This design comes from an exercise in tuning for small area, a short achievable clock period and few clock cycles on the open sky130 flow, not from production work. No run shown here included a check of the RTL's function; only the layout flow was run.

==> flow/design.v <==
package mfh_pkg;
	localparam int VAL_W = 18;    
	localparam int DEG_W = 9;
	localparam int CFG_W = 16;
	localparam int XW  = 34;
	localparam int YAW = 34;
	localparam int YBW = 27;
	localparam int SW  = 24;      
	localparam logic [CFG_W-1:0] TIMEOUT_RESET = 16'd50;
	localparam logic [7:0] CH_S     = 8'h53;
	localparam logic [7:0] CH_PLUS  = 8'h2B;
	localparam logic [7:0] CH_MINUS = 8'h2D;
	localparam logic [1:0] PH_BLANK = 2'd0;
	localparam logic [1:0] PH_SIGN  = 2'd1;
	localparam logic [1:0] PH_DIGIT = 2'd2;
	localparam logic [1:0] PH_STOP  = 2'd3;
	localparam logic [1:0] RUN_XZ      = 2'd0;
	localparam logic [1:0] RUN_HEADING = 2'd1;
	localparam logic [1:0] RUN_YZ      = 2'd2;
	localparam logic signed [SW-1:0] ATAN0 = 24'sd2949120;
	function automatic logic [SW-1:0] atan_a(input logic [2:0] j);
		logic [SW-1:0] v;
		case (j)
			3'd0:    v = 24'd1740967;
			3'd1:    v = 24'd919879;
			3'd2:    v = 24'd466945;
			3'd3:    v = 24'd234379;
			3'd4:    v = 24'd117304;
			3'd5:    v = 24'd58666;
			3'd6:    v = 24'd29335;
			default: v = 24'd14668;
		endcase
		atan_a = v;
	endfunction
	function automatic logic [SW-1:0] atan_b(input logic [2:0] j);
		logic [SW-1:0] v;
		case (j)
			3'd0:    v = 24'd7334;
			3'd1:    v = 24'd3667;
			3'd2:    v = 24'd1833;
			3'd3:    v = 24'd917;
			3'd4:    v = 24'd458;
			3'd5:    v = 24'd229;
			default: v = 24'd115;
		endcase
		atan_b = v;
	endfunction
endpackage
module mfh_cordic_step #(
	parameter int YW  = 34,
	parameter int SH0 = 1
) (
	input  logic [2:0]                    j,
	input  logic [mfh_pkg::XW-1:0]        x,
	input  logic signed [YW-1:0]          y,
	input  logic signed [mfh_pkg::SW-1:0] s,
	output logic [mfh_pkg::XW-1:0]        x_n,
	output logic signed [YW-1:0]          y_n,
	output logic signed [mfh_pkg::SW-1:0] s_n
);
	localparam int XW = mfh_pkg::XW;
	localparam int SW = mfh_pkg::SW;
	logic                 neg;
	logic signed [YW-1:0] ysh0, ysh;
	logic [XW-1:0]        xsh0, xsh;
	logic [SW-1:0]        t;
	logic signed [XW-1:0] ysh_x;
	logic [XW:0]          x_sum;
	logic [YW:0]          y_sum;
	logic [SW:0]          s_sum;
	assign neg  = y[YW-1];
	assign ysh0 = y >>> SH0;
	assign xsh0 = x >> SH0;
	assign ysh  = ysh0 >>> j;
	assign xsh  = xsh0 >> j;
	assign t    = (SH0 == 1) ? mfh_pkg::atan_a(j) : mfh_pkg::atan_b(j);
	assign ysh_x = ysh;
	assign x_sum = {x, 1'b1} + {ysh_x ^ {XW{neg}}, neg};
	assign y_sum = {y, 1'b1} + {xsh[YW-1:0] ^ {YW{!neg}}, !neg};
	assign s_sum = {s, 1'b1} + {t ^ {SW{neg}}, neg};
	assign x_n = x_sum[XW:1];
	assign y_n = y_sum[YW:1];
	assign s_n = s_sum[SW:1];
endmodule
module magnetometer_frame_heading (
	input  logic                                 clk,
	input  logic                                 arst_n,
	input  logic                                 in_valid,
	output logic                                 in_stall,
	input  logic                                 command,
	input  logic [7:0]                           rx_byte,
	output logic                                 out_valid,
	input  logic                                 out_stall,
	output logic                                 send_request,
	output logic                                 frame_done,
	output logic                                 frame_ok,
	output logic [mfh_pkg::DEG_W-1:0]            heading_deg,
	output logic [mfh_pkg::DEG_W-1:0]            tilt_xz_deg,
	output logic [mfh_pkg::DEG_W-1:0]            tilt_yz_deg,
	output logic signed [mfh_pkg::VAL_W-1:0]     field_x,
	output logic signed [mfh_pkg::VAL_W-1:0]     field_y,
	output logic signed [mfh_pkg::VAL_W-1:0]     field_z,
	input  logic                                 cfg_we,
	input  logic [0:0]                           cfg_index,
	input  logic [mfh_pkg::CFG_W-1:0]            cfg_data
);
	localparam int XW  = mfh_pkg::XW;
	localparam int YAW = mfh_pkg::YAW;
	localparam int YBW = mfh_pkg::YBW;
	localparam int SW  = mfh_pkg::SW;
	localparam int VW  = mfh_pkg::VAL_W;
	localparam int DW  = mfh_pkg::DEG_W;
	logic [15:0]          timeout_q;
	logic                 link_q;
	logic                 in_stall_q;
	logic [4:0]           pos_q;
	logic                 win_x_q, win_z_q, win_y_q, first_q;
	logic                 start_q;
	logic [15:0]          silence_q;
	logic                 armed_q;
	logic [1:0]           ph_q;
	logic                 mn_q;
	logic signed [VW-1:0] vx_q, vz_q, vy_q;
	logic [1:0]           ld_q;       
	logic                 jc_q;       
	logic                 ld_hd_q, ld_yz_q;   
	logic                 a_v_q, a_spec_q, a_ex_q;
	logic [1:0]           a_t_q;
	logic [2:0]           a_code_q, a_j_q;
	logic [XW-1:0]        a_x_q;
	logic signed [YAW-1:0] a_y_q;
	logic signed [SW-1:0] a_s_q;
	logic                 b_v_q, b_spec_q, b_ex_q;
	logic [1:0]           b_t_q;
	logic [2:0]           b_code_q, b_j_q;
	logic [XW-1:0]        b_x_q;
	logic signed [YBW-1:0] b_y_q;
	logic signed [SW-1:0] b_s_q;
	logic                 o_valid_q, o_fill_q;
	logic                 o_send_q, o_done_q, o_ok_q;
	logic [DW-1:0]        o_head_q, o_xz_q, o_yz_q;
	logic signed [VW-1:0] o_x_q, o_y_q, o_z_q;
	logic        in_acc, acc_byte, acc_tick, close, close_now;
	logic [15:0] tick_inc, limit;
	logic        tick_fire, drop, fire_res;
	assign in_acc    = in_valid && !in_stall_q;
	assign acc_byte  = in_acc && !command;
	assign acc_tick  = in_acc && command;
	assign close     = (pos_q == 5'd27);
	assign close_now = acc_byte && close;
	assign tick_inc  = silence_q + 16'd1;
	assign limit     = (timeout_q == 16'd0) ? 16'd1 : timeout_q;
	assign tick_fire = armed_q && (tick_inc >= limit);
	assign drop      = acc_tick && tick_fire;
	assign fire_res  = drop && link_q;
	logic                 win_x, win_z, win_y, win, first;
	logic                 blank, digit, sgn;
	logic [1:0]           ph_cur, ph_nxt;
	logic                 mn_cur, mn_nxt, take_digit;
	logic signed [VW-1:0] v_sel, v_cur, v_nxt, v_dig, v10;
	logic [VW-5:0]        v10_p, v10_m;
	logic [5:0]           lo;
	assign win_x = win_x_q;
	assign win_z = win_z_q;
	assign win_y = win_y_q;
	assign win   = win_x || win_z || win_y;
	assign first = first_q;
	assign blank = (rx_byte == 8'h20) || (rx_byte >= 8'h09 && rx_byte <= 8'h0D);
	assign digit = (rx_byte >= 8'h30) && (rx_byte <= 8'h39);
	assign sgn   = (rx_byte == mfh_pkg::CH_PLUS) || (rx_byte == mfh_pkg::CH_MINUS);
	always_comb begin
		v_sel  = win_x ? vx_q : (win_z ? vz_q : vy_q);
		ph_cur = first ? mfh_pkg::PH_BLANK : ph_q;
		mn_cur = first ? 1'b0 : mn_q;
		v_cur  = first ? '0 : v_sel;
		ph_nxt = ph_cur;
		mn_nxt = mn_cur;
		take_digit = 1'b0;
		case (ph_cur)
			mfh_pkg::PH_BLANK: begin
				if (blank) begin
					ph_nxt = mfh_pkg::PH_BLANK;
				end else if (sgn) begin
					ph_nxt = mfh_pkg::PH_SIGN;
					mn_nxt = (rx_byte == mfh_pkg::CH_MINUS);
				end else if (digit) begin
					ph_nxt = mfh_pkg::PH_DIGIT;
					take_digit = 1'b1;
				end else begin
					ph_nxt = mfh_pkg::PH_STOP;
				end
			end
			mfh_pkg::PH_SIGN, mfh_pkg::PH_DIGIT: begin
				if (digit) begin
					ph_nxt = mfh_pkg::PH_DIGIT;
					take_digit = 1'b1;
				end else begin
					ph_nxt = mfh_pkg::PH_STOP;
				end
			end
			default: begin
			end
		endcase
		v10   = (v_cur <<< 3) + (v_cur <<< 1);
		v10_p = v10[VW-1:4] + 14'd1;
		v10_m = v10[VW-1:4] - 14'd1;
		lo    = {2'b00, v10[3:0]} + (mn_cur ? -{2'b00, rx_byte[3:0]} : {2'b00, rx_byte[3:0]});
		v_dig = {({(VW-4){!lo[5] &&  lo[4]}} & v10_p)
			| ({(VW-4){lo[5]}} & v10_m)
			| ({(VW-4){!lo[4]}} & v10[VW-1:4]), lo[3:0]};
		v_nxt = take_digit ? v_dig : v_cur;
	end
	logic signed [VW-1:0] y_op, x_op;
	logic                 xneg, yneg, xzero, yzero, eqmag, ld_ex, ld_s;
	logic [VW-1:0]        x1, cx, cy;
	logic signed [VW-1:0] y1;
	logic [2:0]           ld_code;
	logic                 ld_ready, a_free, a_load, a_iter, a_xfer, spec_new;
	logic                 b_free, b_wb;
	logic [XW-1:0]        a_x_n;
	logic signed [YAW-1:0] a_y_n;
	logic signed [SW-1:0] a_s_n;
	always_comb begin
		y_op  = ld_yz_q ? vy_q : vx_q;
		x_op  = ld_hd_q ? vy_q : vz_q;
		xneg  = x_op[VW-1];
		yneg  = y_op[VW-1];
		xzero = (x_op == '0);
		yzero = (y_op == '0);
		ld_s  = xneg ^ yneg;
		cx    = {{(VW-2){1'b0}}, xneg && yneg, ld_s};
		cy    = {{(VW-2){1'b0}}, xneg && !yneg, !ld_s};
		x1    = (x_op ^ {VW{xneg}}) + (y_op ^ {VW{yneg}}) + cx;
		y1    = (y_op ^ {VW{xneg}}) + (x_op ^ {VW{!yneg}}) + cy;
		eqmag = (x_op == y_op) || ((x_op ^ y_op) == ((x_op | y_op) << 1));
		ld_ex = xzero || yzero || eqmag;
		if (yzero) begin
			ld_code = xneg ? 3'd4 : 3'd0;
		end else if (xzero) begin
			ld_code = yneg ? 3'd6 : 3'd2;
		end else if (eqmag) begin
			ld_code = xneg ? (yneg ? 3'd5 : 3'd3) : (yneg ? 3'd7 : 3'd1);
		end else begin
			ld_code = xneg ? 3'd4 : 3'd0;
		end
	end
	assign ld_ready = (ld_q != 2'd3) && (jc_q || (start_q &&
		((ld_q == mfh_pkg::RUN_XZ) ? (pos_q >= 5'd17) : (pos_q >= 5'd25))));
	assign b_wb     = b_v_q && (b_j_q == 3'd7) && !b_spec_q;
	assign b_free   = !b_v_q || b_wb;
	assign a_xfer   = a_v_q && (a_j_q == 3'd7) && b_free;
	assign a_iter   = a_v_q && ((a_j_q != 3'd7) || b_free);
	assign a_free   = !a_v_q || a_xfer;
	assign a_load   = ld_ready && a_free;
	assign spec_new = !jc_q && !close_now;
	mfh_cordic_step #(.YW(YAW), .SH0(1)) u_step_a (
		.j   (a_j_q),
		.x   (a_x_q),
		.y   (a_y_q),
		.s   (a_s_q),
		.x_n (a_x_n),
		.y_n (a_y_n),
		.s_n (a_s_n)
	);
	logic [XW-1:0]         b_x_n;
	logic signed [YBW-1:0] b_y_n;
	logic signed [SW-1:0]  b_s_n;
	logic signed [9:0]     k_off, v_deg;
	logic signed [7:0]     s_hi;
	logic                  s_frac;
	logic [DW-1:0]         deg;
	mfh_cordic_step #(.YW(YBW), .SH0(9)) u_step_b (
		.j   (b_j_q),
		.x   (b_x_q),
		.y   (b_y_q),
		.s   (b_s_q),
		.x_n (b_x_n),
		.y_n (b_y_n),
		.s_n (b_s_n)
	);
	always_comb begin
		case (b_code_q)
			3'd0:    k_off = 10'sd0;
			3'd1:    k_off = -10'sd45;
			3'd2:    k_off = -10'sd90;
			3'd3:    k_off = -10'sd135;
			3'd4:    k_off = -10'sd180;
			3'd5:    k_off = -10'sd225;
			3'd6:    k_off = -10'sd270;
			default: k_off = -10'sd315;
		endcase
		k_off  = k_off + ((b_t_q == mfh_pkg::RUN_HEADING) ? 10'sd270 : 10'sd180);
		s_hi   = b_s_q[SW-1:16];
		s_frac = |b_s_q[15:0];
		v_deg  = b_ex_q ? k_off : k_off - 10'(s_hi) - 10'(s_frac);
		if (v_deg < 0) begin
			deg = DW'(v_deg + 10'sd360);
		end else if (v_deg >= 10'sd360) begin
			deg = DW'(v_deg - 10'sd360);
		end else begin
			deg = DW'(v_deg);
		end
	end
	logic [4:0]  pos_d;
	logic [1:0]  ld_d, ld_inc;
	logic        jc_d, o_fill_d, o_valid_d, maybe_fire, stall_d;
	always_comb begin
		pos_d = pos_q;
		if (acc_byte) begin
			pos_d = close ? 5'd0 : pos_q + 5'd1;
		end else if (drop) begin
			pos_d = 5'd0;
		end
		ld_inc = ld_q + (a_load ? 2'd1 : 2'd0);
		ld_d   = ld_inc;
		jc_d   = jc_q;
		if (close_now) begin
			if (ld_inc == 2'd3) begin
				ld_d = 2'd0;
				jc_d = 1'b0;
			end else begin
				jc_d = start_q;
			end
		end else if (jc_q) begin
			if (ld_inc == 2'd3) begin
				ld_d = 2'd0;
				jc_d = 1'b0;
			end
		end else if (drop) begin
			ld_d = 2'd0;
		end
		o_fill_d  = o_fill_q;
		o_valid_d = o_valid_q && out_stall;
		if (close_now) begin
			o_fill_d  = start_q;
			o_valid_d = !start_q;
		end else if (fire_res) begin
			o_valid_d = 1'b1;
		end else if (b_wb && b_t_q == mfh_pkg::RUN_YZ) begin
			o_fill_d  = 1'b0;
			o_valid_d = 1'b1;
		end
		maybe_fire = ({1'b0, silence_q} + 17'd2) >= {1'b0, limit};
		stall_d = ((o_fill_d || o_valid_d) && ((pos_d == 5'd27) || maybe_fire))
			|| (jc_d && (((ld_d != mfh_pkg::RUN_YZ) && (pos_d == 5'd4)) || (pos_d == 5'd12)));
	end
	always_ff @(posedge clk or negedge arst_n) begin
		if (!arst_n) begin
			timeout_q  <= mfh_pkg::TIMEOUT_RESET;
			link_q     <= 1'b1;
			in_stall_q <= 1'b0;
			pos_q      <= '0;
			win_x_q    <= 1'b0;
			win_z_q    <= 1'b0;
			win_y_q    <= 1'b0;
			first_q    <= 1'b0;
			start_q    <= 1'b0;
			silence_q  <= '0;
			armed_q    <= 1'b1;
			ld_q       <= '0;
			ld_hd_q    <= 1'b0;
			ld_yz_q    <= 1'b0;
			jc_q       <= 1'b0;
			a_v_q      <= 1'b0;
			b_v_q      <= 1'b0;
			o_valid_q  <= 1'b0;
			o_fill_q   <= 1'b0;
		end else begin
			if (cfg_we) begin
				if (cfg_index[0]) begin
					link_q <= cfg_data[0];
				end else begin
					timeout_q <= cfg_data;
				end
			end
			in_stall_q <= stall_d;
			pos_q      <= pos_d;
			win_x_q    <= (pos_d >= 5'd4)  && (pos_d <= 5'd8);
			win_z_q    <= (pos_d >= 5'd12) && (pos_d <= 5'd16);
			win_y_q    <= (pos_d >= 5'd20) && (pos_d <= 5'd24);
			first_q    <= (pos_d == 5'd4) || (pos_d == 5'd12) || (pos_d == 5'd20);
			ld_q       <= ld_d;
			ld_hd_q    <= (ld_d == mfh_pkg::RUN_HEADING);
			ld_yz_q    <= (ld_d == mfh_pkg::RUN_YZ);
			jc_q       <= jc_d;
			o_fill_q   <= o_fill_d;
			o_valid_q  <= o_valid_d;
			if (acc_byte) begin
				silence_q <= '0;
				armed_q   <= 1'b1;
				if (close) begin
					start_q <= 1'b0;
				end else if (pos_q == 5'd0) begin
					start_q <= (rx_byte == mfh_pkg::CH_S);
				end
			end else if (acc_tick && armed_q) begin
				if (tick_fire) begin
					start_q   <= 1'b0;
					silence_q <= '0;
					armed_q   <= link_q;
				end else begin
					silence_q <= tick_inc;
				end
			end
			if (a_load) begin
				a_v_q <= !(drop && spec_new);
			end else if (a_xfer) begin
				a_v_q <= 1'b0;
			end else if (drop && a_spec_q) begin
				a_v_q <= 1'b0;
			end
			if (a_xfer) begin
				b_v_q <= !(drop && a_spec_q);
			end else if (b_wb) begin
				b_v_q <= 1'b0;
			end else if (drop && b_spec_q) begin
				b_v_q <= 1'b0;
			end
		end
	end
	always_ff @(posedge clk) begin
		if (acc_byte && win) begin
			ph_q <= ph_nxt;
			mn_q <= mn_nxt;
			if (win_x) vx_q <= v_nxt;
			if (win_z) vz_q <= v_nxt;
			if (win_y) vy_q <= v_nxt;
		end
		if (a_load) begin
			a_spec_q <= spec_new;
			a_t_q    <= ld_q;
			a_code_q <= ld_code;
			a_ex_q   <= ld_ex;
			a_j_q    <= 3'd0;
			a_x_q    <= {x1, 16'd0};
			a_y_q    <= {y1, 16'd0};
			a_s_q    <= ld_s ? -mfh_pkg::ATAN0 : mfh_pkg::ATAN0;
		end else begin
			if (close_now) begin
				a_spec_q <= 1'b0;
			end
			if (a_iter) begin
				a_j_q <= a_j_q + 3'd1;
				a_x_q <= a_x_n;
				a_y_q <= a_y_n;
				a_s_q <= a_s_n;
			end
		end
		if (a_xfer) begin
			b_spec_q <= a_spec_q && !close_now;
			b_t_q    <= a_t_q;
			b_code_q <= a_code_q;
			b_ex_q   <= a_ex_q;
			b_j_q    <= 3'd0;
			b_x_q    <= a_x_n;
			b_y_q    <= a_y_n[YBW-1:0];
			b_s_q    <= a_s_n;
		end else begin
			if (close_now) begin
				b_spec_q <= 1'b0;
			end
			if (b_v_q && b_j_q != 3'd7) begin
				b_j_q <= b_j_q + 3'd1;
				b_x_q <= b_x_n;
				b_y_q <= b_y_n;
				b_s_q <= b_s_n;
			end
		end
		if (close_now) begin
			o_send_q <= link_q;
			o_done_q <= 1'b1;
			o_ok_q   <= start_q;
			o_head_q <= '0;
			o_xz_q   <= '0;
			o_yz_q   <= '0;
			o_x_q    <= start_q ? vx_q : '0;
			o_y_q    <= start_q ? vy_q : '0;
			o_z_q    <= start_q ? vz_q : '0;
		end else if (fire_res) begin
			o_send_q <= 1'b1;
			o_done_q <= 1'b0;
			o_ok_q   <= 1'b0;
			o_head_q <= '0;
			o_xz_q   <= '0;
			o_yz_q   <= '0;
			o_x_q    <= '0;
			o_y_q    <= '0;
			o_z_q    <= '0;
		end else if (b_wb) begin
			case (b_t_q)
				mfh_pkg::RUN_XZ:      o_xz_q   <= deg;
				mfh_pkg::RUN_HEADING: o_head_q <= deg;
				default:              o_yz_q   <= deg;
			endcase
		end
	end
	assign in_stall     = in_stall_q;
	assign out_valid    = o_valid_q;
	assign send_request = o_send_q;
	assign frame_done   = o_done_q;
	assign frame_ok     = o_ok_q;
	assign heading_deg  = o_head_q;
	assign tilt_xz_deg  = o_xz_q;
	assign tilt_yz_deg  = o_yz_q;
	assign field_x      = o_x_q;
	assign field_y      = o_y_q;
	assign field_z      = o_z_q;
endmodule
==> flow/run.sh <==
#!/bin/bash
# synth_recipe.tcl (not shown) runs the flow's synth.tcl, then flattens the netlist and writes it again
# the make line also repeats each setting of config.mk as NAME=value (left out here)
make -C /OpenROAD-flow-scripts/flow DESIGN_CONFIG=/design/flow/config.mk WORK_HOME=/design/flow/orfs CLKGATE_MAP_FILE= SYNTH_SCRIPT=/design/flow/synth_recipe.tcl finish
==> flow/config.mk <==
export PLATFORM = sky130hd
export DESIGN_NAME = magnetometer_frame_heading
export DESIGN_NICKNAME = magnetometer_frame_heading
export VERILOG_FILES = /design/flow/design.v
export SDC_FILE = /design/flow/constraint.sdc
export NUM_CORES = 4
export LEC_CHECK = 0
export CAP_MARGIN = 20
export CORE_MARGIN = 2
export CORE_UTILIZATION = 40
export SETUP_SLACK_MARGIN = 3.5
export SLEW_MARGIN = 20
==> flow/constraint.sdc <==
create_clock -name core_clock -period 7.5 [get_ports {clk}]
set_input_delay 1.5000 -clock core_clock [delete_from_list [all_inputs] [get_ports {clk}]]
set_output_delay 1.5000 -clock core_clock [all_outputs]
set_load 0.01 [all_outputs]
==> metrics.md, run 1 <==
| Metric | Value |
|---|---|
| Mapped Cells | 3,879 |
| Diodes inserted | 0 |
| Commonest non-fill, non-tap cell in the layout | nand2_1 |
| Routed WL per cell | 21.09 µm |
| Die W | 301.9 µm |
| Die footprint | 91,140 µm² |
| Die span in y | 301.9 µm |
| Average cell area after synthesis | 9.151 µm² |
| Core area | 88,100 µm² |
| CP max stage delay | 0.45 ns |
| Nature of the critical path endpoint | flop |
| Wirelength, routed | 115.9 mm |
| CTS hold repair buffers | 0 |
| Largest family of logic cells by synthesized area | compound AO/OA/AOI/OAI gates |
| Unrepaired setup endpoints after global routing | yes |
| Top cell by count, worst path | ha_4 |
| Final Util | 0.5289 |
| EDFF count, synth | 272 |
| Status | complete, no violations |
| I/O pins | 117 |
| Fin nets | 4,664 |
| Final setup violation count | 0 |
| First-pass GRT wire length | 174.9 mm |
| Register area share after synthesis | 0.3056 |
| Critical path's top delay family | compound AO/OA/AOI/OAI gates |
| Fmax | 233.6 MHz |
| First-pass detailed-route iteration total | 8 |
| Initial antenna violation count | 0 |
| Clock Skew | 0.03913 ns |
| Dpl hpwl | 77.43 mm |
| Worst Path Required | 8.03 ns |
| DR vias | 31,697 |
| DRT iter0 DRCs | 2,463 |
| Critical Path Start Type | flop |
| PortBufs | 116 |
| Num CTS Buffers | 49 |
| Layout area overhead | 31.26% |
| Minimum clock period | 4.281 ns |
| Pre-CTS WS | 1.951 ns |
| Crit Path Class | reg -> reg |
| Tot GR Track Use | 0.2431 |
| Relative slew slack | 0.2616 |
| Residual DRC | 0 |
| Xor/xnor cell area share of the yosys netlist | 0.1165 |
| CTS root buffer | clkbuf_16 |
| Via/cell ratio | 5.770 |
| Register area | 10,880 µm² |
| Synthesized Nets | 4,256 |
| Antenna-violating nets left | 0 |
| Clk sinks | 392 |
| Clk buf depth | 3 |
| Period Utilization, post-route | 0.5708 |
| WHS | 0.4170 ns |
| Slack of the critical path | 3.219 ns |
| GR Overflow Total | 0 |
| Clock latency (worst-skew pair) | 0.64 ns |
| Commonest cells after routing, fill and taps aside | nand2_1 (325), buf_4 (302), ha_1 (289), edfxtp_1 (272), nor2_1 (256) |
| Count of final hold-check violations | 0 |
| Fraction of layout cells with a size suffix above 1 | 0.2602 |
| Largest net degree at the start of global routing | 76 |
| Setup TNS | 0 ns |
| Clock transition at the registers of the reported paths | 0.06 ns |
| Crit path cell chain | nor2b_4, o21bai_4, ha_4, a21bo_4, a21oi_4, o21ai_2, a21oi_2, nor2_1, xor2_1, ha_1, inv_2, ha_4, nand2b_4, or3_1, o211ai_1, buf_4, xnor2_4, buf_6, and3_4, a211o_1, o31ai_1 |
| Mapped cell area | 35,500 µm² |
| Max Fanout on Critical Path | 8 |
| Cell variety after synth | 81 |
| Initial core utilization | 0.4029 |
| Adder-cell area share of the yosys netlist | 0.1244 |
| Synth Area in Simple Gates | 0.1492 |
| Ys async rst share | 0.1378 |
| Filler Cells Inserted | 7,853 |
| Most used DFF post-synth | edfxtp_1 |
| Slowest cell on the critical path | edfxtp_1 |
| Row count | 109 |
| Final GP Congestion | 0.9305 |
| Mux contribution to synthesized area | 0.09933 |
| Worst Path Buf+Inv | 3 |
| Slew @ Worst Pin | 1.108 ns |
| CTS tree | yes |
| FF+latch count, synth | 392 |
| Slew Limit Fails | 0 |
| Htree depth | 2 |
| Vias in the first global route | 30,538 |
| Yosys warns | 3 |
| Multi-input gate area | 26,900 µm² |
| CP arrival | 4.81 ns |
| Worst hold path class | reg -> reg |
| MaxCap Viol Count | 0 |
| Compound-cell area share of the yosys netlist | 0.1722 |
==> sequential cells by signal, summed over array words and instances, names as in the netlist, 3 cells and up <==
| name | cells |
|---|---|
| a_code_q | 3 |
| silence_q | 16 |
| b_code_q | 3 |
| b_j_q | 3 |
| b_y_q | 27 |
| o_x_q | 18 |
| o_y_q | 18 |
| pos_q | 5 |
| o_yz_q | 9 |
| b_s_q | 24 |
| vz_q | 18 |
| o_xz_q | 9 |
| a_j_q | 3 |
| o_head_q | 9 |
| a_y_q | 34 |
| vy_q | 18 |
| vx_q | 18 |
| timeout_q | 16 |
| o_z_q | 18 |
| a_x_q | 34 |
| a_s_q | 24 |
| b_x_q | 34 |
==> what timing repair did <==
item,in CTS,in global routing
endpoints found under the setup margin,450,290
buffers inserted,247,107
cloned,16,1
endpoints found under the hold margin,0,0
gates resized for setup,420,366
pin swaps,206,244
==> logic make-up after synthesis <==
| group | after synthesis |
|---|---|
| fa+ha+maj | 347 |
| compound gates | 982 |
| xor+xnor | 472 |
| simple gates | 1114 |
| mux | 264 |
| buf+inv | 308 |
| flops | 392 |
==> worst paths after layout <==
| path | startpoint | slack (ns) | cells after the start | end |
|---|---|---|---|---|
| min in group asynchronous | arst_n | 1.02 | 2 | start_q |
| worst min register to register | a_code_q[1] | 0.42 | 0 | b_code_q[1] |
| worst max register to register | b_code_q[2] | 3.22 | 21 | o_head_q[6] |
| worst min-delay path | a_code_q[1] | 0.42 | 0 | b_code_q[1] |
| worst max-delay path | b_code_q[2] | 3.22 | 21 | o_head_q[6] |
| max in group asynchronous | arst_n | 5.94 | 2 | win_z_q |
==> cells in the mapped netlist, types with 43 or more instances <==
library cell | instances | area, µm²
o21ai_0 | 225 | 1126
o21a_1 | 50 | 375.4
xnor2_1 | 261 | 2286
nor3_1 | 60 | 300.3
inv_1 | 129 | 484.2
dfxtp_1 | 66 | 1321
nand2b_1 | 48 | 300.3
mux4_2 | 69 | 1554
edfxtp_1 | 272 | 8168
nand2_1 | 337 | 1265
and2_1 | 75 | 469.2
clkbuf_1 | 126 | 473.0
nor2_1 | 288 | 1081
and3_1 | 44 | 275.3
a21o_1 | 104 | 780.8
a21oi_1 | 315 | 1577
nand4_1 | 48 | 300.3
xor2_1 | 211 | 1848
dfrtp_1 | 49 | 1226
mux2i_1 | 179 | 1792
nor2b_1 | 43 | 269.0
ha_1 | 336 | 4204
nand3_1 | 75 | 375.4
==> metrics by stage <==
stage	cell area, µm²	std cells
2_1_floorplan	36200	3879
3_3_place_gp	38240	5030
3_5_place_dp	38240	5030
4_1_cts	44090	5385
5_1_grt	46590	5493
6_report	46590	5493
==> area by class of cell <==
class                   instances  area share
clock buffers                  59     0.02900
clock inverters                33    0.007492
inverters                     135     0.01243
multi-input cells            3184      0.5773
flip-flops and latches        392      0.2335
well taps                    1165     0.03128
repair buffers                524      0.1088
repair inverters                1   0.0001611
==> metal layers <==
| metal | global-route usage | wire, µm | part of all wire |
|---|---|---|---|
| met5 | 0 | 0 | 0 |
| met4 | 0.1192 | 6495 | 0.056 |
| met1 | 0.3124 | 49000 | 0.42 |
| met3 | 0.03017 | 5652 | 0.049 |
| met2 | 0.4050 | 54730 | 0.47 |
==> run 2: changes to the inputs <==
--- a/flow/config.mk
+++ b/flow/config.mk
@@ -10,3 +10,3 @@
 export CORE_UTILIZATION = 40
-export SETUP_SLACK_MARGIN = 3.5
+export SETUP_SLACK_MARGIN = 4.5
 export SLEW_MARGIN = 20
==> metrics.md, run 2 <==
| Metric | Value |
|---|---|
| MaxCap Viol Count | 0 (unchanged) |
| Clock latency (worst-skew pair) | 0.64 ns (about the same) |
| Commonest non-fill, non-tap cell in the layout | buf_4 |
| Row count | 109 (unchanged) |
| First-pass detailed-route iteration total | 5 (-3) |
| Nature of the critical path endpoint | flop |
| CP max stage delay | 0.47 ns (+0.02 ns) |
| Die footprint | 91,140 µm² (unchanged) |
| Hold Crit Start | a_ex_q |
| Min-Delay Endpoint | b_ex_q |
| Fraction of layout cells with a size suffix above 1 | 0.3635 (+0.1033) |
| Status | complete, no violations |
| Routed WL per cell | 22.30 µm (+5.7%) |
| EDFF count, synth | 272 (unchanged) |
| Yosys warns | 3 (unchanged) |
| Top Registers | a_x_q: 34 flops, a_y_q: 34 flops, b_x_q: 34 flops |
| Crit Path Class | reg -> reg |
| DRT iter0 DRCs | 2,695 (+9.4%) |
| Dpl hpwl | 76.88 mm (-0.71%) |
| CTS tree | yes |
| Mapped Cells | 3,879 (unchanged) |
| Unrepaired setup endpoints after global routing | yes |
| Htree depth | 2 (unchanged) |
| Mapped cell area | 35,500 µm² (unchanged) |
| CP arrival | 4.92 ns (+0.11 ns) |
| Clock transition at the registers of the reported paths | 0.06 ns (about the same) |
| Worst hold path class | reg -> reg |
| R2R depth | 21 (unchanged) |
| Slowest cell on the critical path | edfxtp_1 |
| Worst r2r dst | o_head_q[6] |
| Initial antenna violation count | 1 (+1) |
| Filler Cells Inserted | 7,150 (-9.0%) |
| Synthesized Nets | 4,256 (unchanged) |
| Worst Path Buf+Inv | 3 (unchanged) |
| Period Utilization, post-route | 0.5852 (+0.01445) |
| Register area share after synthesis | 0.3056 (unchanged) |
| Setup TNS | 0 ns (unchanged) |
| Hold Path Depth | 0 (unchanged) |
| Minimum clock period | 4.389 ns (+0.1083 ns) |
| R2r startpoint | b_code_q[2] |
| Most used DFF post-synth | edfxtp_1 |
| Clock Skew | 0.05044 ns (+0.01130 ns) |
| Core area | 88,100 µm² (unchanged) |
| Multi-input gate area | 29,090 µm² (+8.2%) |
| Antenna-violating nets left | 0 (unchanged) |
| Initial core utilization | 0.4029 (unchanged) |
| Cell variety after synth | 81 (unchanged) |
| Main area contributors after synthesis | edfxtp_1 (23%), ha_1 (12%), xnor2_1 (6.4%) |
| Count of final hold-check violations | 0 (unchanged) |
| Top cell by count, worst path | ha_4 |
| Relative slew slack | 0.3040 (+0.04245) |
| CTS root buffer | clkbuf_16 |
| Wirelength, routed | 127.5 mm (+10%) |
| Vias in the first global route | 31,967 (+4.7%) |
| Die span in y | 301.9 µm (unchanged) |
| Num CTS Buffers | 50 (+2.0%) |
| Final GP Congestion | 0.9268 (-0.40%) |
| PortBufs | 116 (unchanged) |
| Via/cell ratio | 5.849 (+1.4%) |
| Largest net degree at the start of global routing | 61 (-20%) |
| Commonest cells after routing, fill and taps aside | buf_4 (388), nand2_1 (297), ha_1 (274), edfxtp_1 (272), nor2_1 (230) |
| Most frequent cells after synthesis | nand2_1 (337), ha_1 (336), a21oi_1 (315) |
| Clk buf depth | 3 (unchanged) |
| DR vias | 33,450 (+5.5%) |
| Top cell type's share of synthesized area | 0.2301 (unchanged) |
| Slew Limit Fails | 0 (unchanged) |
| FF+latch count, synth | 392 (unchanged) |
| GR Overflow Total | 0 (unchanged) |
| I/O pins | 117 (unchanged) |
| Die W | 301.9 µm (unchanged) |
| First-pass GRT wire length | 186.0 mm (+6.3%) |
| Critical Path Start Type | flop |
| Yosys top cell by area | edfxtp_1 |
| Ys async rst share | 0.1378 (unchanged) |
| Tot GR Track Use | 0.2595 (+0.01639) |
| Crit path cell chain | nor2b_4, o21bai_4, ha_4, a21bo_4, a21oi_4, o21ai_2, a21oi_2, nor2_2, xor2_1, ha_1, inv_2, ha_4, nand2b_4, or3_1, o211ai_1, buf_4, buf_12, xor2_4, nand4_1, a211o_1, o31ai_1 |
| Top-count cell post-synth | nand2_1 |
| Fin nets | 4,889 (+4.8%) |
| CTS hold repair buffers | 0 (unchanged) |
| Residual DRC | 0 (unchanged) |
| Register area | 10,880 µm² (about the same) |
| Worst Path Required | 8.03 ns (about the same) |
| Fmax | 227.8 MHz (-2.5%) |
| Critical path's top delay family | compound AO/OA/AOI/OAI gates |
| Average cell area after synthesis | 9.151 µm² (unchanged) |
| Max Fanout on Critical Path | 5 (-3) |
| Final setup violation count | 0 (unchanged) |
| Layout area overhead | 45.17% |
| Clk sinks | 392 (unchanged) |
| Reg2Reg Setup Slack | 3.11 ns (-0.11 ns) |
| Slew @ Worst Pin | 1.037 ns (-0.07063 ns) |
==> run 2: cell types whose count changed in the layout (fill, tap and decap cells not counted), moves of 48 or more <==
cell	previous run	this run
a21oi_1	235	174
a21oi_2	65	113
buf_4	302	388
buf_6	62	153
clkdlybuf4s50_1	111	21
dlygate4sd2_1	1	89
o21ai_0	145	85
==> run 2: what timing repair did <==
action / 4_1_cts / 5_1_grt
pin swaps: 379 / 309
buffers inserted: 393 / 160
resized for setup: 882 / 423
setup endpoints to repair: 645 / 439
gates cloned: 33 / 8
==> run 2: per-stage QoR <==
step / area, µm² / setup slack [ns] / cells / hold slack, ns / util
after floorplan: 37060 / 3.193 / 3879 / 0.4003 / -
after global placement: 38870 / 2.011 / 5031 / 0.4043 / 0.4411
after detailed placement: 38870 / 1.932 / 5031 / 0.4045 / 0.4412
after CTS: 48120 / 3.181 / 5550 / 0.4073 / 0.5462
after global routing: 51530 / 2.935 / 5719 / 0.4184 / 0.5849
final: 51530 / 3.111 / 5719 / 0.4090 / 0.5849
==> run 2: worst max-delay path by stage <==
| stage | start | slack, ns | depth (start not counted) | to |
|---|---|---|---|---|
| 2_1_floorplan | ld_hd_q | 3.19 | 24 | a_y_q[31] |
| 3_3_place_gp | rx_byte[1] | 2.01 | 16 | vx_q[12] |
| 3_5_place_dp | rx_byte[1] | 1.93 | 16 | vx_q[12] |
| 4_1_cts | b_code_q[2] | 3.18 | 21 | o_head_q[6] |
| 5_1_grt | a_j_q[0] | 2.94 | 19 | a_x_q[32] |
| 6_report | b_code_q[2] | 3.11 | 21 | o_head_q[6] |
==> run 2: layout make-up <==
| cell class | instances | area share |
|---|---|---|
| sequential | 392 | 0.2112 |
| timing repair inverter | 16 | 0.005803 |
| inverter | 135 | 0.01212 |
| antenna | 1 | 0.00004856 |
| timing repair buffer | 732 | 0.1430 |
| tap | 1165 | 0.02829 |
| multi-input combinational | 3185 | 0.5645 |
| clock buffer | 65 | 0.02775 |
| clock inverter | 28 | 0.007284 |
==> run 2: logic make-up after synthesis <==
logic type	Yosys count	synth area share
buffers and inverters	308	0.03296
XOR/XNOR	472	0.1165
multiplexers	264	0.09933
AND/OR/NAND/NOR	1114	0.1492
AO/OA/AOI/OAI	982	0.1722
flip-flops	392	0.3056
adder cells (fa/ha/maj)	347	0.1244
==> run 2: layer usage <==
layer / global-route usage / up-vias / part of all wire
met5: 0 / - / 0
met2: 0.4364 / 1207 / 0.48
li1: - / 15462 / -
met3: 0.02744 / 337 / 0.054
met1: 0.3386 / 16444 / 0.41
met4: 0.1133 / 0 / 0.055
==> run 2: worst register-to-register path: cells and delay by family (launching register included) <==
kind	cells	cell delay, ns
adder cells (fa/ha/maj)	3	0.70
AO/OA/AOI/OAI	8	1.59
flip-flops	1	0.47
AND/OR/NAND/NOR	5	0.86
XOR/XNOR	2	0.34
buffers and inverters	3	0.34
==> run 3: changes to the inputs <==
--- a/flow/config.mk
+++ b/flow/config.mk
@@ -10,3 +10,3 @@
 export CORE_UTILIZATION = 40
-export SETUP_SLACK_MARGIN = 4.5
+export SETUP_SLACK_MARGIN = 3.0
 export SLEW_MARGIN = 20
==> metrics.md, run 3 <==
| Metric | Value |
|---|---|
| Max Fanout on Critical Path | 5 (unchanged) |
| Final setup violation count | 0 (unchanged) |
| Reg2Reg Setup Slack | 3.06 ns (-0.05 ns) |
| Layout area overhead | 16.83% |
| Critical Path Start Type | flop |
| Fin nets | 4,398 (-10%) |
| R2R depth | 20 (-4.8%) |
| Ys async rst share | 0.1378 (unchanged) |
| Register area | 10,880 µm² (about the same) |
| MaxCap Viol Count | 0 (unchanged) |
| Row count | 109 (unchanged) |
| Initial antenna violation count | 0 (-1) |
| Wirelength, routed | 105.5 mm (-17%) |
| Die footprint | 91,140 µm² (unchanged) |
| Via/cell ratio | 5.689 (-2.7%) |
| Yosys warns | 3 (unchanged) |
| Status | complete, no violations |
| Unrepaired setup endpoints after global routing | yes |
| Worst hold path class | reg -> reg |
| EDFF count, synth | 272 (unchanged) |
| Filler Cells Inserted | 8,460 (+18%) |
| Synthesized Nets | 4,256 (unchanged) |
| Multi-input gate area | 24,450 µm² (-16%) |
| Average cell area after synthesis | 9.151 µm² (unchanged) |
| Htree depth | 2 (unchanged) |
| First-pass GRT wire length | 163.4 mm (-12%) |
| Top Registers | a_x_q: 34 flops, a_y_q: 34 flops, b_x_q: 34 flops |
| Mapped cell area | 35,500 µm² (unchanged) |
| Worst Path Required | 8.04 ns (about the same) |
| Dpl hpwl | 76.99 mm (+0.15%) |
| Register area share after synthesis | 0.3056 (unchanged) |
| Relative slew slack | 0.2544 (-0.04965) |
| Largest net degree at the start of global routing | 68 (+11%) |
| Met3 WL post-DR | 4.357 mm (-36%) |
| Commonest non-fill, non-tap cell in the layout | nand2_1 |
| R2r startpoint | b_code_q[1] |
| DRT iter0 DRCs | 2,097 (-22%) |
| Period Utilization, post-route | 0.5915 (+0.006300) |
| Crit Path Class | reg -> reg |
| Most frequent cells after synthesis | nand2_1 (337), ha_1 (336), a21oi_1 (315) |
| Residual DRC | 0 (unchanged) |
| Die W | 301.9 µm (unchanged) |
| Cell variety after synth | 81 (unchanged) |
| Top cell type's share of synthesized area | 0.2301 (unchanged) |
| Core area | 88,100 µm² (unchanged) |
| Fraction of layout cells with a size suffix above 1 | 0.1248 (-0.2387) |
| Num CTS Buffers | 49 (-2.0%) |
| Main area contributors after synthesis | edfxtp_1 (23%), ha_1 (12%), xnor2_1 (6.4%) |
| Met2 WL | 49.30 mm (-19%) |
| FF+latch count, synth | 392 (unchanged) |
| Antenna-violating nets left | 0 (unchanged) |
| CP max stage delay | 0.50 ns (+0.03 ns) |
| Highest routed layer | met4 |
| Final GP Congestion | 0.9070 (-2.1%) |
| Top-count cell post-synth | nand2_1 |
| Clk buf depth | 3 (unchanged) |
| CTS hold repair buffers | 0 (unchanged) |
| Worst Path Buf+Inv | 3 (unchanged) |
| First-pass detailed-route iteration total | 8 (+3) |
| Crit path cell chain | nor2b_4, o21bai_1, ha_1, buf_4, nand2b_4, a21oi_2, o21a_1, or2_4, ha_4, inv_2, ha_4, a21boi_1, o21a_1, o21a_2, o211ai_1, buf_4, xor2_4, nand4_1, a211o_1, o31ai_1 |
| Commonest cells after routing, fill and taps aside | nand2_1 (335), ha_1 (326), a21oi_1 (291), nor2_1 (278), edfxtp_1 (272) |
| Vias in the first global route | 28,651 (-10%) |
| Mapped Cells | 3,879 (unchanged) |
| Initial core utilization | 0.4029 (unchanged) |
| Stages on the worst setup path | 20 (-4.8%) |
| Minimum clock period | 4.437 ns (+0.04725 ns) |
| Hold Crit Start | a_t_q[0] |
| Final Util | 0.4707 (-0.1142) |
| Clk sinks | 392 (unchanged) |
| Most used DFF post-synth | edfxtp_1 |
| Slew Limit Fails | 0 (unchanged) |
| Setup TNS | 0 ns (unchanged) |
| Tot GR Track Use | 0.2259 (-0.03365) |
| WL met1 | 47.18 mm (-10%) |
| CP arrival | 4.98 ns (+0.06 ns) |
| PortBufs | 116 (unchanged) |
| Fmax | 225.4 MHz (-1.1%) |
| Diodes inserted | 0 (-1) |
| Routed WL per cell | 20.18 µm (-9.5%) |
| CTS tree | yes |
| Nature of the critical path endpoint | flop |
| Die span in y | 301.9 µm (unchanged) |
| Count of final hold-check violations | 0 (unchanged) |
| Clock latency (worst-skew pair) | 0.63 ns (about the same) |
| Yosys top cell by area | edfxtp_1 |
| Hold Path Depth | 0 (unchanged) |
| GR Overflow Total | 0 (unchanged) |
| Clock transition at the registers of the reported paths | 0.06 ns (about the same) |
| DR vias | 29,733 (-11%) |
| Critical path's top delay family | compound AO/OA/AOI/OAI gates |
| Slew @ Worst Pin | 1.118 ns (+0.08143 ns) |
| Crit. Startpoint | b_code_q[1] |
| CTS root buffer | clkbuf_16 |
| I/O pins | 117 (unchanged) |
| Slowest cell on the critical path | edfxtp_1 |
| Clock Skew | 0.02925 ns (-0.02119 ns) |
-- run 3: cell counts after synthesis --
No cell type changed its count.
-- run 3: worst register-to-register path, cell delays in order (launching register included) --
cell	delay [ns]
edfxtp_1	0.50
nor2b_4	0.16
o21bai_1	0.15
ha_1	0.28
buf_4	0.17
nand2b_4	0.06
a21oi_2	0.06
o21a_1	0.22
or2_4	0.25
ha_4	0.26
inv_2	0.04
ha_4	0.23
a21boi_1	0.14
o21a_1	0.20
o21a_2	0.25
o211ai_1	0.18
buf_4	0.23
xor2_4	0.26
nand4_1	0.13
a211o_1	0.36
o31ai_1	0.23
-- run 3: routing by layer --
metal | track usage | up-vias
met5 | 0 | -
met4 | 0.08946 | 0
met3 | 0.02413 | 197
met2 | 0.3775 | 720
met1 | 0.2998 | 14333
li1 | - | 14483
-- run 3: layout make-up --
class | count | area share
Inverter | 135 | 0.01288
Clock inverter | 25 | 0.006245
Clock buffer | 66 | 0.03210
Timing Repair Buffer | 262 | 0.06167
Sequential cell | 392 | 0.2622
Tap cell | 1165 | 0.03515
Timing Repair inverter | 1 | 0.0001207
Multi-Input combinational cell | 3180 | 0.5896
-- run 3: stage by stage --
step	cells	worst slack, ns	cell area [µm²]	hold slack (ns)
CTS	5176	2.981	40440	0.4236
floorplan	3879	2.966	35660	0.4003
finish	5226	3.063	41470	0.4224
global route	5226	2.889	41470	0.4309
detailed placement	5032	1.944	37930	0.4062
global placement	5032	2.046	37930	0.4013
-- run 3: repair_timing --
action	CTS	global route
buffers inserted	50	49
pin swaps	18	53
cloned	3	1
endpoints found under the setup margin	322	194
resized for setup	100	158
-- run 3: final timing paths --
kind | to
worst max-delay path | o_xz_q[6]
worst min-delay path | b_t_q[0]
worst max register to register | o_xz_q[6]
worst min register to register | b_t_q[0]
max in group asynchronous | win_z_q
min in group asynchronous | silence_q[9]
-- run 3: logic make-up (layout without fill, tap and decap cells) --
kind of cell | after synthesis | after routing | share of synthesized area
simple gates | 1114 | 1114 | 0.1492
compound gates | 982 | 982 | 0.1722
xor+xnor | 472 | 473 | 0.1165
flops | 392 | 392 | 0.3056
fa+ha+maj | 347 | 347 | 0.1244
buf+inv | 308 | 489 | 0.03296
mux | 264 | 264 | 0.09933
==> run 4: changes to the inputs <==
--- a/flow/config.mk
+++ b/flow/config.mk
@@ -10,3 +10,3 @@
 export CORE_UTILIZATION = 40
-export SETUP_SLACK_MARGIN = 3.0
+export SETUP_SLACK_MARGIN = 2.5
 export SLEW_MARGIN = 20
==> metrics.md, run 4 <==
| Metric | Value |
|---|---|
| Relative slew slack | 0.2840 (+0.02960) |
| Clk buf depth | 3 (unchanged) |
| Die span in y | 301.9 µm (unchanged) |
| First-pass GRT wire length | 160.5 mm (-1.8%) |
| Initial antenna violation count | 1 (+1) |
| Clock latency (worst-skew pair) | 0.63 ns (about the same) |
| Layout area overhead | 13.15% |
| Yosys warns | 3 (unchanged) |
| Top cell by count, worst path | nor2_1 |
| PortBufs | 116 (unchanged) |
| Core area | 88,100 µm² (unchanged) |
| Largest net degree at the start of global routing | 67 (-1.5%) |
| Commonest non-fill, non-tap cell in the layout | nand2_1 |
| CP max stage delay | 0.60 ns (+0.10 ns) |
| Htree depth | 2 (unchanged) |
| Worst Path Required | 7.84 ns (-0.20 ns) |
| Slack of the critical path | 2.684 ns (-0.3796 ns) |
| Final Util | 0.4559 (-0.01483) |
| Most frequent cells after synthesis | nand2_1 (337), ha_1 (336), a21oi_1 (315) |
| Ys async rst share | 0.1378 (unchanged) |
| CP arrival | 5.15 ns (+0.17 ns) |
| Tot GR Track Use | 0.2209 (-0.004915) |
| Slew Limit Fails | 0 (unchanged) |
| Slew @ Worst Pin | 1.074 ns (-0.04440 ns) |
| First-pass detailed-route iteration total | 6 (-2) |
| Pre-CTS WS | 1.632 ns (-0.3119 ns) |
| Dpl hpwl | 76.61 mm (-0.49%) |
| Initial core utilization | 0.4029 (unchanged) |
| Average cell area after synthesis | 9.151 µm² (unchanged) |
| Crit Path Class | reg -> reg |
| EDFF count, synth | 272 (unchanged) |
| Period Utilization, post-route | 0.6421 (+0.05061) |
| R2r startpoint | win_z_q |
| Vias in the first global route | 28,394 (-0.90%) |
| Top Registers | a_x_q: 34 flops, a_y_q: 34 flops, b_x_q: 34 flops |
| Max Fanout on Critical Path | 11 (+6) |
| Final GP Congestion | 0.9440 (+4.1%) |
| Worst hold path class | reg -> reg |
| Top cell type's share of synthesized area | 0.2301 (unchanged) |
| Residual DRC | 0 (unchanged) |
| Clock Skew | 0.04796 ns (+0.01871 ns) |
| Die W | 301.9 µm (unchanged) |
| Via/cell ratio | 5.673 (-0.28%) |
| Clock transition at the registers of the reported paths | 0.06 ns (about the same) |
| Setup TNS | 0 ns (unchanged) |
| Most used DFF post-synth | edfxtp_1 |
| Final setup violation count | 0 (unchanged) |
| Mapped Cells | 3,879 (unchanged) |
| Nature of the critical path endpoint | flop |
| Yosys top cell by area | edfxtp_1 |
| Critical Path Start Type | flop |
| Routed WL per cell | 19.81 µm (-1.8%) |
| FF+latch count, synth | 392 (unchanged) |
| Minimum clock period | 4.816 ns (+0.3796 ns) |
| Fraction of layout cells with a size suffix above 1 | 0.08166 (-0.04318) |
| Post-Layout Inst Area | 40,160 µm² (-3.2%) |
| Antenna-violating nets left | 0 (unchanged) |
| CTS hold repair buffers | 0 (unchanged) |
| Commonest cells after routing, fill and taps aside | nand2_1 (336), ha_1 (334), a21oi_1 (313), nor2_1 (284), edfxtp_1 (272) |
| Wirelength, routed | 102.2 mm (-3.1%) |
| Cell variety after synth | 81 (unchanged) |
| Die footprint | 91,140 µm² (unchanged) |
| Hold Crit Start | a_t_q[1] |
| Diodes inserted | 0 (unchanged) |
| Register area share after synthesis | 0.3056 (unchanged) |
| Fmax | 207.6 MHz (-7.9%) |
| Unrepaired setup endpoints after global routing | yes |
| DR vias | 29,258 (-1.6%) |
| Row count | 109 (unchanged) |
| Crit. Startpoint | win_z_q |
| Slowest cell on the critical path | dfrtp_2 |
| Mapped cell area | 35,500 µm² (unchanged) |
| I/O pins | 117 (unchanged) |
| MaxCap Viol Count | 0 (unchanged) |
| Main area contributors after synthesis | edfxtp_1 (23%), ha_1 (12%), xnor2_1 (6.4%) |
| DRT iter0 DRCs | 2,165 (+3.2%) |
| Count of final hold-check violations | 0 (unchanged) |
| GR Overflow Total | 0 (unchanged) |
| Fin nets | 4,327 (-1.6%) |
| Clk sinks | 392 (unchanged) |
| Num CTS Buffers | 50 (+2.0%) |
| Status | complete, no violations |
| Top-count cell post-synth | nand2_1 |
| CTS root buffer | clkbuf_16 |
| CTS tree | yes |
| Synthesized Nets | 4,256 (unchanged) |
| Crit path cell chain | mux2i_1, nor2_1, a21oi_1, nor2_1, ha_1, fa_1, a21o_1, a21oi_2, o21bai_1, a211o_1, a221oi_1, o21ai_0, nor4_2, buf_4, nand4_1, xnor2_1, nor2_1, o41a_1 |
| Dpl cell area | 37,880 µm² (-0.13%) |
run 4: cell counts after synthesis:
Identical to the previous run, type by type.
run 4: repair_timing:
item	in CTS	in global routing
setup endpoints to repair	110	147
pin swaps	1	7
hold endpoints to repair	0	0
setup buffers	5	24
resized for setup	24	49
run 4: kinds of logic after synthesis:
logic type	Yosys count	share of synthesized area
simple gates	1114	0.1492
compound gates	982	0.1722
xor+xnor	472	0.1165
flops	392	0.3056
fa+ha+maj	347	0.1244
buf+inv	308	0.03296
mux	264	0.09933
run 4: cell type report:
| class | instances | area (µm²) |
|---|---|---|
| inverter | 135 | 523.0 |
| clock inverter | 34 | 419.2 |
| fill | 8587 | 47940 |
| sequential | 392 | 10870 |
| timing repair buffer | 192 | 1846 |
| tap | 1165 | 1458 |
| multi-input combinational | 3179 | 23720 |
| clock buffer | 60 | 1330 |
run 4: path summary, 6_finish.rpt:
check	cells after the start	slack, ns	to
worst max-delay path	18	2.68	vz_q[17]
worst min-delay path	0	0.42	b_t_q[1]
worst max register to register	18	2.68	vz_q[17]
worst min register to register	0	0.42	b_t_q[1]
max in group asynchronous	2	5.94	ld_hd_q
min in group asynchronous	2	1.00	silence_q[3]
run 4: critical path, delay by kind of cell, from the launching register on:
| family | cells | cell delay [ns] |
|---|---|---|
| compound gates | 8 | 2.04 |
| mux | 1 | 0.23 |
| buf+inv | 1 | 0.19 |
| flops | 1 | 0.60 |
| fa+ha+maj | 2 | 0.66 |
| simple gates | 5 | 0.62 |
| xor+xnor | 1 | 0.16 |
run 4: per-layer routing:
metal  vias up  part of all wire  global-route usage  wire [µm]
met5         -                 0                   0          0
li1      14335                 -                   -          -
met2       637              0.48              0.3747      48550
met3       159             0.037             0.02097       3738
met1     14127              0.45              0.2966      46430
met4         0             0.034             0.07166       3459
run 4: stage by stage:
stage | hold slack [ns] | std cells
after floorplan | 0.4003 | 3879
after global placement | 0.4043 | 5034
after detailed placement | 0.4045 | 5034
after CTS | 0.4182 | 5133
after global routing | 0.4245 | 5157
final | 0.4165 | 5157
==> run 5: changes to the inputs <==
--- a/flow/design.v
+++ b/flow/design.v
@@ -463,6 +463,6 @@
 				b_j_q <= b_j_q + 3'd1;
-				b_x_q <= b_x_n;
-				b_y_q <= b_y_n;
 				b_s_q <= b_s_n;
 			end
+			b_x_q <= b_x_n;
+			b_y_q <= b_y_n;
 		end
--- a/flow/config.mk
+++ b/flow/config.mk
@@ -10,3 +10,3 @@
 export CORE_UTILIZATION = 40
-export SETUP_SLACK_MARGIN = 2.5
+export SETUP_SLACK_MARGIN = 3.0
 export SLEW_MARGIN = 20
==> metrics.md, run 5 <==
| Metric | Value |
|---|---|
| Dpl cell area | 37,470 µm² (-1.1%) |
| Initial antenna violation count | 0 (-1) |
| Cell variety after synth | 86 (+6.2%) |
| Clock transition at the registers of the reported paths | 0.06 ns (about the same) |
| Vias in the first global route | 28,316 (-0.27%) |
| Crit Path Class | reg -> reg |
| Via/cell ratio | 5.693 (+0.35%) |
| Slowest cell on the critical path | edfxtp_1 |
| Register area share after synthesis | 0.2907 (-0.01486) |
| Residual DRC | 0 (unchanged) |
| Fmax | 226.9 MHz (+9.3%) |
| Mapped cell area | 35,210 µm² (-0.80%) |
| Fin nets | 4,419 (+2.1%) |
| Period Utilization, post-route | 0.5876 (-0.05458) |
| Htree depth | 2 (unchanged) |
| CP arrival | 4.93 ns (-0.22 ns) |
| Critical path's top delay family | compound AO/OA/AOI/OAI gates |
| Yosys warns | 3 (unchanged) |
| Post-Layout Inst Area | 40,970 µm² (+2.0%) |
| Synthesized Nets | 4,312 (+1.3%) |
| Commonest non-fill, non-tap cell in the layout | nand2_1 |
| Most frequent cells after synthesis | ha_1 (336), nand2_1 (330), nor2_1 (321) |
| Relative slew slack | 0.2924 (+0.008413) |
| MaxCap Viol Count | 0 (unchanged) |
| R2R depth | 21 (+3) |
| Tot GR Track Use | 0.2221 (+0.001200) |
| Reg2Reg Setup Slack | 3.09 ns (+0.41 ns) |
| Main area contributors after synthesis | edfxtp_1 (18%), ha_1 (12%), dfxtp_1 (7.2%) |
| Minimum clock period | 4.407 ns (-0.4093 ns) |
| Top Registers | a_x_q: 34 flops, a_y_q: 34 flops, b_x_q: 34 flops |
| Slew @ Worst Pin | 1.061 ns (-0.01262 ns) |
| Most used DFF post-synth | edfxtp_1 |
| First-pass GRT wire length | 161.2 mm (+0.40%) |
| Status | complete, no violations |
| Die footprint | 90,420 µm² (-0.79%) |
| Filler Cells Inserted | 8,253 (-3.9%) |
| Initial core utilization | 0.4046 (+0.001715) |
| Worst Path Buf+Inv | 5 (+4) |
| FF+latch count, synth | 392 (unchanged) |
| GR Overflow Total | 0 (unchanged) |
| Ys async rst share | 0.1378 (unchanged) |
| Largest net degree at the start of global routing | 102 (+52%) |
| Die W | 300.7 µm (-0.40%) |
| Setup TNS | 0 ns (unchanged) |
| CP max stage delay | 0.45 ns (-0.15 ns) |
| PortBufs | 116 (unchanged) |
| Routed WL per cell | 19.94 µm (+0.63%) |
| Fraction of layout cells with a size suffix above 1 | 0.1168 (+0.03516) |
| Count of final hold-check violations | 0 (unchanged) |
| Clock latency (worst-skew pair) | 0.62 ns (about the same) |
| Nature of the critical path endpoint | flop |
| Num CTS Buffers | 49 (-2.0%) |
| I/O pins | 117 (unchanged) |
| Top cell type's share of synthesized area | 0.1799 (-0.05016) |
| Layout area overhead | 16.37% |
| Finished Layout Cells | 5,238 (+1.6%) |
| DRT iter0 DRCs | 2,111 (-2.5%) |
| Final setup violation count | 0 (unchanged) |
| DR vias | 29,821 (+1.9%) |
| Final GP Congestion | 0.8926 (-5.4%) |
| Top-count cell post-synth | ha_1 |
| Clk sinks | 392 (unchanged) |
| Worst Path Required | 8.03 ns (+0.19 ns) |
| DP Cell Count | 5,058 (+0.48%) |
| CTS tree | yes |
| Slew Limit Fails | 0 (unchanged) |
| Unrepaired setup endpoints after global routing | yes |
| Die span in y | 300.7 µm (-0.40%) |
| Max Fanout on Critical Path | 5 (-6) |
| First-pass detailed-route iteration total | 6 (unchanged) |
| Core area | 87,020 µm² (-1.2%) |
| CTS root buffer | clkbuf_16 |
| Commonest cells after routing, fill and taps aside | nand2_1 (325), ha_1 (324), nor2_1 (315), a21oi_1 (277), xnor2_1 (253) |
| Worst r2r dst | o_xz_q[3] |
| Antenna-violating nets left | 0 (unchanged) |
| Wirelength, routed | 104.4 mm (+2.2%) |
| Hold Crit Start | a_t_q[1] |
| CTS hold repair buffers | 0 (unchanged) |
| Yosys top cell by area | edfxtp_1 |
| Clk buf depth | 3 (unchanged) |
| Hold Path Depth | 0 (unchanged) |
| R2r startpoint | b_code_q[0] |
| Critical Path Start Type | flop |
| Average cell area after synthesis | 8.948 µm² (-2.2%) |
| Row count | 108 (-0.92%) |
| Dpl hpwl | 75.51 mm (-1.4%) |
| Clock Skew | 0.01592 ns (-0.03204 ns) |
| Min-Delay Endpoint | b_t_q[1] |
| Crit path cell chain | buf_4, buf_4, xnor2_2, ha_1, o21a_1, o31a_1, or3_4, nand2_1, ha_1, inv_1, ha_4, o21a_1, o41ai_4, mux2i_1, a21oi_2, xnor2_2, buf_4, o21ai_0, xnor2_1, buf_4, a211oi_1 |
| Worst hold path class | reg -> reg |
| Top cell by count, worst path | buf_4 |
| Mapped Cells | 3,935 (+1.4%) |
| Diodes inserted | 0 (unchanged) |
| EDFF count, synth | 211 (-22%) |
==> run 5: cell count changes after synthesis, moves of 13 or more <==
cell      change
dfxtp_1      +61
edfxtp_1     -61
nor2_1       +33
clkbuf_1     +22
a211oi_1     +21
a21oi_1      -20
xor2_1       +15
inv_1        -13
nor2b_1      +13
==> run 5: cells by family (layout without fill, tap and decap cells) <==
| group | Yosys count | count (layout) | share of synthesized area |
|---|---|---|---|
| and+or+nand+nor | 1137 | 1139 | 0.1522 |
| AOI/OAI and AO/OA | 1001 | 1002 | 0.1801 |
| xor gates and xnor gates | 487 | 487 | 0.1211 |
| DFF | 392 | 392 | 0.2907 |
| adders and majority gates | 347 | 347 | 0.1254 |
| buffers and inverters | 305 | 449 | 0.03290 |
| muxes | 266 | 267 | 0.09758 |
==> run 5: repair_timing <==
action	4_1_cts	5_1_grt
setup endpoints to repair	292	221
resized for setup	81	157
pin swaps	15	50
buffers inserted	45	35
cloned	6	2
==> run 5: area by class of cell <==
| cell class | instances | area [µm²] | share of cell area |
|---|---|---|---|
| Multi-Input combinational cell | 3242 | 24830 | 0.6059 |
| Sequential cell | 392 | 10270 | 0.2505 |
| Timing Repair Buffer | 234 | 2326 | 0.05677 |
| Tap cell | 1155 | 1445 | 0.03527 |
| Clock buffer | 60 | 1287 | 0.03142 |
| Inverter | 122 | 476.7 | 0.01163 |
| Clock inverter | 32 | 339.1 | 0.008275 |
| Timing Repair inverter | 1 | 7.507 | 0.0001832 |
==> run 5: worst reg2reg max path, stage by stage (launching register included) <==
cell and delay (ns):
edfxtp_1 0.45, buf_4 0.19, buf_4 0.15, xnor2_2 0.13, ha_1 0.34, o21a_1 0.21
o31a_1 0.13, or3_4 0.35, nand2_1 0.08, ha_1 0.22, inv_1 0.11, ha_4 0.23
o21a_1 0.20, o41ai_4 0.06, mux2i_1 0.28, a21oi_2 0.10, xnor2_2 0.24, buf_4 0.18
o21ai_0 0.09, xnor2_1 0.16, buf_4 0.17, a211oi_1 0.23
==> run 5: how the worst max path moves through the flow <==
stage	startpoint	to	slack [ns]	cells after the start
5_1_grt	b_code_q[0]	o_xz_q[3]	2.87	21
3_5_place_dp	rx_byte[0]	vz_q[17]	1.82	14
2_1_floorplan	ld_yz_q	a_y_q[33]	2.97	21
6_report	b_code_q[0]	o_xz_q[3]	3.09	21
4_1_cts	b_j_q[0]	b_s_q[14]	2.92	9
3_3_place_gp	rx_byte[0]	vx_q[17]	1.87	14
==> run 5: per-layer routing <==
layer,vias up,GRT usage,wire (µm)
met5,-,0,0
met4,0,0.06397,2982
met3,165,0.02641,4802
met2,735,0.3533,47360
met1,14316,0.3166,49290
li1,14605,-,-
==> run 5: metrics by stage <==
step	setup slack, ns	hold slack (ns)	utilization
4_1_cts	2.919	0.4191	0.4587
3_3_place_gp	1.869	0.4078	0.4305
2_1_floorplan	2.971	0.4003	-
3_5_place_dp	1.819	0.4062	0.4306
6_report	3.093	0.4233	0.4708
5_1_grt	2.871	0.4354	0.4708

[separate check: timing with driven ports]
No port has a modelled driver above. Below, the same layouts with a new extraction and two added sets of constraints.
Step 1 assumes that a clkbuf_16 drives the clock port and a buf_2 every other input.
Step 2, shift: input delay + t, output delay - t, t = (earliest + latest rising clock arrival at the registers) / 2. This alone moves slack from input paths to output paths.
Three values: no drivers, after step 1, after step 2; two values: the first two.
run | shift t [ns] | setup WS [ns] | hold slack, ns
run 1 | 0.684 | 3.219 / 3.219 / 2.854 | 0.417 / 0.417 / 0.417
run 2 | 0.683 | 3.111 / 3.111 / 2.738 | 0.409 / 0.409 / 0.409
run 3 | 0.684 | 3.063 / 3.063 / 2.632 | 0.422 / 0.422 / 0.422
run 4 | 0.671 | 2.684 / 2.684 / 2.417 | 0.417 / 0.417 / 0.417
run 5 | 0.677 | 3.093 / 3.093 / 2.583 | 0.423 / 0.423 / 0.423
After both steps setup and hold are still met in every run listed. The setup slack of run 5, which loses most, moves by 0.000 ns with the drivers and by -0.510 ns with both steps.
